This is an optimization exercise on Yosys and OpenROAD, whose aim is a short achievable clock period and few clock cycles per item, not a production implementation.
In this exercise RTL edits were held to simulation tests only and were not proved equivalent to the original.
Power figures rest on the tool's default switching activity, not on a simulated workload.

Setup of JK:
Design icache_dm, start of the top module:
module icache_dm #(
    parameter int ADDR_W         = 32,
    parameter int DATA_W         = 32,
    parameter int SETS           = 32,
    parameter int WORDS_PER_LINE = 4
) (
    input  logic              clk,
    input  logic              nrst,
    input  logic              cpu_req,
    input  logic [ADDR_W-1:0] cpu_addr,
    output logic [DATA_W-1:0] cpu_rdata,
    output logic              cpu_ready,
    input  logic              flush,
    output logic              mem_req,
    output logic [ADDR_W-1:0] mem_addr,
    input  logic              mem_ack,
    input  logic [DATA_W-1:0] mem_rdata
);
clock: 7.0 ns
lec_check: 0
cap_margin: 20
core_margin: 2
core_utilization: 55
setup_slack_margin: 3.5
slew_margin: 20
synth_hierarchical: 1
synth_minimum_keep_size: 0
tns_end_percent: 30
standard.sh (not shown) runs the stock make flow with config.mk's settings and CLKGATE_MAP_FILE= SYNTH_SCRIPT=/design/flow/synth_recipe.tcl, a recipe that flattens the netlist after the stock synthesis.
==> flow/flow/run.sh <==
#!/bin/bash
# The standard layout (standard.sh), with three changes:
#  - the ports are placed by flow/io.tcl: the fetch-side ports that share
#    combinational paths sit side by side in the middle of one edge;
#  - every port still gets a buffer, but a buf_4 rather than the smallest
#    buffer, and the resizer may swap cells across footprints, so a slow
#    port buffer can be sized up.
# make's full output goes to flow_make.log in this folder; each ORFS step
# keeps its own log under orfs/logs.
set -euo pipefail
cd "$(dirname "$0")/.."
bash standard.sh finish \
  IO_CONSTRAINTS="$PWD/flow/io.tcl" \
  MATCH_CELL_FOOTPRINT=0 \
  BUFFER_PORTS_ARGS="-buffer_cell sky130_fd_sc_hd__buf_4" \
  > "$PWD/flow_make.log" 2>&1
==> flow/flow/io.tcl <==
# Place the timing-critical ports side by side in the middle of the bottom edge.
set block [ord::get_db_block]
set die [$block getDieArea]
set dbu [[ord::get_db_tech] getDbUnitsPerMicron]
set w [expr {double([$die xMax] - [$die xMin]) / $dbu}]
set pitch 0.46
set step 4
set ctr [expr {int(($w / 2.0 - 0.23) / $pitch)}]
# order outward from the centre: index 0 at centre, then alternating right/left
set names {cpu_ready mem_req flush mem_ack cpu_req}
for {set i 2} {$i < 32} {incr i} { lappend names "cpu_addr\[$i\]" }
for {set i 0} {$i < 32} {incr i} { lappend names "cpu_rdata\[$i\]" "mem_rdata\[$i\]" }
for {set i 0} {$i < 32} {incr i} { lappend names "mem_addr\[$i\]" }
lappend names nrst clk "cpu_addr\[0\]" "cpu_addr\[1\]"
set k 0
foreach n $names {
  set off [expr {($k + 1) / 2}]
  if {$k % 2} { set t [expr {$ctr + $off * $step}] } else { set t [expr {$ctr - $off * $step}] }
  set x [expr {0.23 + $t * $pitch}]
  place_pin -pin_name $n -layer met2 -location [list $x 0.242] -force_to_die_boundary
  incr k
}
Testbench counts of JK, summed over its fixed seeds: cycles 240,130, fetches 96,000.
What MS does differently from JK at the input level:
diff --git a/flow/design.v b/flow/design.v
--- a/flow/design.v
+++ b/flow/design.v
@@ -59,23 +59,23 @@
     end
     always_ff @(posedge clk) begin
         if (we) begin
             tag_q[wr_idx]   <= wr_tag;
             data_q[wr_widx] <= wr_data;
         end
     end
 endmodule
 module icache_dm #(
     parameter int ADDR_W         = 32,
     parameter int DATA_W         = 32,
-    parameter int SETS           = 32,
+    parameter int SETS           = 16,
     parameter int WORDS_PER_LINE = 4
 ) (
     input  logic              clk,
     input  logic              nrst,
     input  logic              cpu_req,
     input  logic [ADDR_W-1:0] cpu_addr,
     output logic [DATA_W-1:0] cpu_rdata,
     output logic              cpu_ready,
     input  logic              flush,
     output logic              mem_req,
     output logic [ADDR_W-1:0] mem_addr,
==> run summary <==
JK → MS: wire length went down by 46%, sequential logic power went down by about 46%, slew at the pin closest to its max-slew limit went down by 18 ps, final core utilization went up by 0.77 points, complex-gate fraction of the synthesized area went up by 1.1 points. The synthesis-to-layout area growth in MS was higher than what JK gave. The class of the tightest hold or removal check comes out input pin to async pin in one run and register to register in the other, namely in JK and MS respectively. Between MS and JK, the peak supply drop is higher for MS. Via count on MS is down relative to JK. Between MS and JK, it is MS whose number of instances in the synthesized netlist is lower, by 40%.
Testbench counts of MS, summed over its fixed seeds: cycles 243,426, fetches 96,000.

## afterwards: timing with drivers on the ports
The flow's constraints put no driver on any port. The routed layouts listed below were extracted and timed again, unchanged, in two steps. Step 1, drivers: a clkbuf_16 drives clk and a buf_2 each remaining input, both assumed. Step 2 moves the port delays by t, midway between the first and last clock arrival at a register: inputs arrive t later, outputs are due t later. That takes back most of the time a late clock gives input paths. a / b / c = no drivers / after step 1 / after step 2; a / b = the first two.
run	shift t [ns]	slack for setup (ns)	worst hold slack (ns)
JK	1.235	2.401 / 2.042 / 0.808	0.299 / 0.403 / 0.440
MS	1.010	2.451 / 2.296 / 1.605	0.421 / 0.421 / 0.421
After both steps every run listed still meets setup and hold. For JK, which loses most, drivers alone change the setup slack by -0.359 ns; drivers and shift together by -1.593 ns.
